This is an optimization exercise on Yosys and OpenROAD, whose aim is small area, a short achievable clock period and few clock cycles, not a production implementation. In this exercise RTL edits were held to simulation tests only and were not proved equivalent to the original. No activity file was given, so power comes from the tool's default toggle rates.

==> module window_mac5_acc, before the edit <==
module window_mac5_acc #(
  parameter int WORD_WIDTH = window_mac5_acc_pkg::DEF_WORD_WIDTH,
  parameter int FRAC_BITS  = window_mac5_acc_pkg::DEF_FRAC_BITS,
  parameter int CNT_WIDTH  = 8
) (
  input  logic                  clk,
  input  logic                  rst,
  input  logic                  w_load,
  input  logic [2:0]            w_idx,
  input  logic [WORD_WIDTH-1:0] w_data,
  input  logic                  start,
  input  logic [CNT_WIDTH-1:0]  acc_len,
  input  logic                  in_valid,
  input  logic [WORD_WIDTH-1:0] data_in_0,
  input  logic [WORD_WIDTH-1:0] data_in_1,
  input  logic [WORD_WIDTH-1:0] data_in_2,
  input  logic [WORD_WIDTH-1:0] data_in_3,
  input  logic [WORD_WIDTH-1:0] data_in_4,
  output logic                  busy,
  output logic                  out_valid,
  output logic [WORD_WIDTH-1:0] out_data
);
  localparam int XW = WORD_WIDTH + 3;             
  localparam int SW = 2 * WORD_WIDTH + CNT_WIDTH + 2;   
  localparam logic [CNT_WIDTH-1:0] DONE_CNT = CNT_WIDTH'(-6);
  logic [4:0][WORD_WIDTH-1:0] weight;
  logic [4:0][WORD_WIDTH-1:0] window;
  logic [4:0][XW-1:0] x_sum;
  logic [4:0] ring;
  logic [XW-1:0] xr, x_sel;
  logic [WORD_WIDTH-1:0] w_sel;
  logic [WORD_WIDTH/2-1:0] one, two, neg, one_r, two_r, neg_r;
  logic [SW-1:0] acc_s, acc_c, in_s, in_c, nxt_s, nxt_c, total;
  logic [4:0][XW-1:0] x_keep, x_add, x_nxt;
  logic [CNT_WIDTH-1:0] cnt;
  logic accum;
  logic go, accept, last, fire;
  logic [SW-FRAC_BITS-1:0] rounded;
  logic [WORD_WIDTH-1:0] result;
  assign window = {data_in_4, data_in_3, data_in_2, data_in_1, data_in_0};
  assign go = !busy && start && acc_len != '0;
  assign accept = accum && in_valid;
  assign last = accept && cnt == CNT_WIDTH'(1);
  assign fire = busy && !accum && cnt == DONE_CNT;
  always_comb begin
    x_sel = '0;
    w_sel = '0;
    for (int i = 0; i < 5; i++) begin
      x_sel = x_sel | ({XW{ring[i]}} & x_sum[i]);
      w_sel = w_sel | ({WORD_WIDTH{ring[i]}} & weight[i]);
    end
  end
  booth_enc u_enc (
    .w(w_sel),
    .one(one),
    .two(two),
    .neg(neg)
  );
  assign in_s = busy ? acc_s : SW'(1 << (FRAC_BITS - 1));
  assign in_c = busy ? acc_c : '0;
  mac_cs u_mac (
    .one(one_r),
    .two(two_r),
    .neg(neg_r),
    .x(xr),
    .ss(in_s),
    .sc(in_c),
    .ns(nxt_s),
    .nc(nxt_c)
  );
  cpa_acc u_total (
    .a(acc_s),
    .b(acc_c),
    .y(total)
  );
  assign rounded = total[SW-1:FRAC_BITS];
  always_comb begin
    if (&rounded[SW-FRAC_BITS-1:WORD_WIDTH-1] || ~|rounded[SW-FRAC_BITS-1:WORD_WIDTH-1])
      result = rounded[WORD_WIDTH-1:0];
    else
      result = {rounded[SW-FRAC_BITS-1], {(WORD_WIDTH-1){~rounded[SW-FRAC_BITS-1]}}};
  end
  for (genvar i = 0; i < 5; i++) begin : g_tap
    assign x_keep[i] = (busy && !ring[i]) ? x_sum[i] : XW'(0);
    assign x_add[i] = accept ? XW'($signed(window[i])) : XW'(0);
    cpa_x u_add (
      .a(x_keep[i]),
      .b(x_add[i]),
      .y(x_nxt[i])
    );
  end
  always_ff @(posedge clk) begin
    x_sum <= x_nxt;
    xr <= (busy && !rst) ? x_sel : '0;
    one_r <= one;
    two_r <= two;
    neg_r <= neg;
    acc_s <= nxt_s;
    acc_c <= nxt_c;
    cnt <= busy ? cnt - CNT_WIDTH'(!accum || in_valid) : acc_len;
    if (rst) begin
      ring <= 5'b00001;
      busy <= 1'b0;
      accum <= 1'b0;
      out_valid <= 1'b0;
      out_data <= '0;
      for (int i = 0; i < 5; i++) weight[i] <= '0;
    end else begin
      ring <= {ring[3:0], ring[4]};
      busy <= busy ? !fire : go;
      accum <= accum ? !last : go;
      out_valid <= fire;
      if (fire) out_data <= result;
      if (!busy && w_load && w_idx < 3'd5) weight[w_idx] <= w_data;
    end
  end
endmodule
clock: 7.5 ns
lec_check: 0
cap_margin: 20
core_margin: 2
core_utilization: 40
setup_slack_margin: 0.3
slew_margin: 20
run.sh (not shown) runs the stock make flow with config.mk's settings and CLKGATE_MAP_FILE= SYNTH_SCRIPT=/design/flow/synth_recipe.tcl, a recipe that flattens the netlist after the stock synthesis.
Testbench counts at the start, summed over its fixed seeds: cycles 16,757.
Change:
--- a/flow/design.v
+++ b/flow/design.v
@@ -1284,4 +1284,6 @@
   logic [CNT_WIDTH-1:0] cnt;
   logic accum;
+  logic idle, busy_nx;
+  logic [4:0] ring_nx, keep;
   logic go, accept, last, fire;
   logic [SW-FRAC_BITS-1:0] rounded;
@@ -1292,4 +1294,6 @@
   assign last = accept && cnt == CNT_WIDTH'(1);
   assign fire = busy && !accum && cnt == DONE_CNT;
+  assign busy_nx = busy ? !fire : go;
+  assign ring_nx = {ring[3:0], ring[4]};
   always_comb begin
     x_sel = '0;
@@ -1306,6 +1310,4 @@
     .neg(neg)
   );
-  assign in_s = busy ? acc_s : SW'(1 << (FRAC_BITS - 1));
-  assign in_c = busy ? acc_c : '0;
   mac_cs u_mac (
     .one(one_r),
@@ -1313,14 +1315,10 @@
     .neg(neg_r),
     .x(xr),
-    .ss(in_s),
-    .sc(in_c),
+    .ss(acc_s),
+    .sc(acc_c),
     .ns(nxt_s),
     .nc(nxt_c)
   );
-  cpa_acc u_total (
-    .a(acc_s),
-    .b(acc_c),
-    .y(total)
-  );
+  assign total = acc_s + acc_c;
   assign rounded = total[SW-1:FRAC_BITS];
   always_comb begin
@@ -1331,24 +1329,22 @@
   end
   for (genvar i = 0; i < 5; i++) begin : g_tap
-    assign x_keep[i] = (busy && !ring[i]) ? x_sum[i] : XW'(0);
+    assign x_keep[i] = keep[i] ? x_sum[i] : XW'(0);
     assign x_add[i] = accept ? XW'($signed(window[i])) : XW'(0);
-    cpa_x u_add (
-      .a(x_keep[i]),
-      .b(x_add[i]),
-      .y(x_nxt[i])
-    );
+    assign x_nxt[i] = x_keep[i] + x_add[i];
   end
   always_ff @(posedge clk) begin
     x_sum <= x_nxt;
-    xr <= (busy && !rst) ? x_sel : '0;
+    xr <= (idle || rst) ? '0 : x_sel;
     one_r <= one;
     two_r <= two;
     neg_r <= neg;
-    acc_s <= nxt_s;
-    acc_c <= nxt_c;
+    acc_s <= idle ? SW'(1 << (FRAC_BITS - 1)) : nxt_s;
+    acc_c <= idle ? '0 : nxt_c;
+    keep <= (busy_nx && !rst) ? ~ring_nx : '0;
     cnt <= busy ? cnt - CNT_WIDTH'(!accum || in_valid) : acc_len;
     if (rst) begin
       ring <= 5'b00001;
       busy <= 1'b0;
+      idle <= 1'b1;
       accum <= 1'b0;
       out_valid <= 1'b0;
@@ -1356,6 +1352,7 @@
       for (int i = 0; i < 5; i++) weight[i] <= '0;
     end else begin
-      ring <= {ring[3:0], ring[4]};
-      busy <= busy ? !fire : go;
+      ring <= ring_nx;
+      busy <= busy_nx;
+      idle <= !busy_nx;
       accum <= accum ? !last : go;
       out_valid <= fire;
Result: The changed run finished clean; fmax came out higher by 7.2%; power falls by 3.9%; routed wire length rose by 9.9%; via count came out higher by 12%; sequential power hardly moves; flip-flop and latch count climbs by 6; design area rises by 6.0%; clock power is higher by about 2%; non-clock buffer count shrinks by 5; first-iteration DRC count went up by 14%; global-route usage is higher by 0.69 points; register-to-register slack gains 0.66 ns.
Testbench counts after the change, summed over its fixed seeds: cycles 16,757.

## what the ideal ports hide
How much do the figures lean on ideal ports? The routed layouts below were timed once more, with nothing changed but the port constraints. Step 1 assumes that a clkbuf_16 drives the clock port and a buf_2 every other input. Step 2 moves the port delays by t, midway between the first and last clock arrival at a register: inputs arrive t later, outputs are due t later. That takes back most of the time a late clock gives input paths. Slacks: no drivers / after step 1 / after step 2; pairs: no drivers / after step 1.
| run | shift t [ns] | setup slack, ns | slew at the worst register clock pin (ns) | pins driven straight from the clock port |
|---|---|---|---|---|
| the first run | 0.621 | 2.497 / 2.497 / 1.980 | 0.06 / 0.06 | 1 |
| the second run | 0.635 | 2.835 / 2.871 / 2.237 | 0.06 / 0.06 | 1 |
After both steps every run listed still meets setup and hold. For the second run, which loses most, drivers alone change the setup slack by +0.036 ns; drivers and shift together by -0.598 ns.
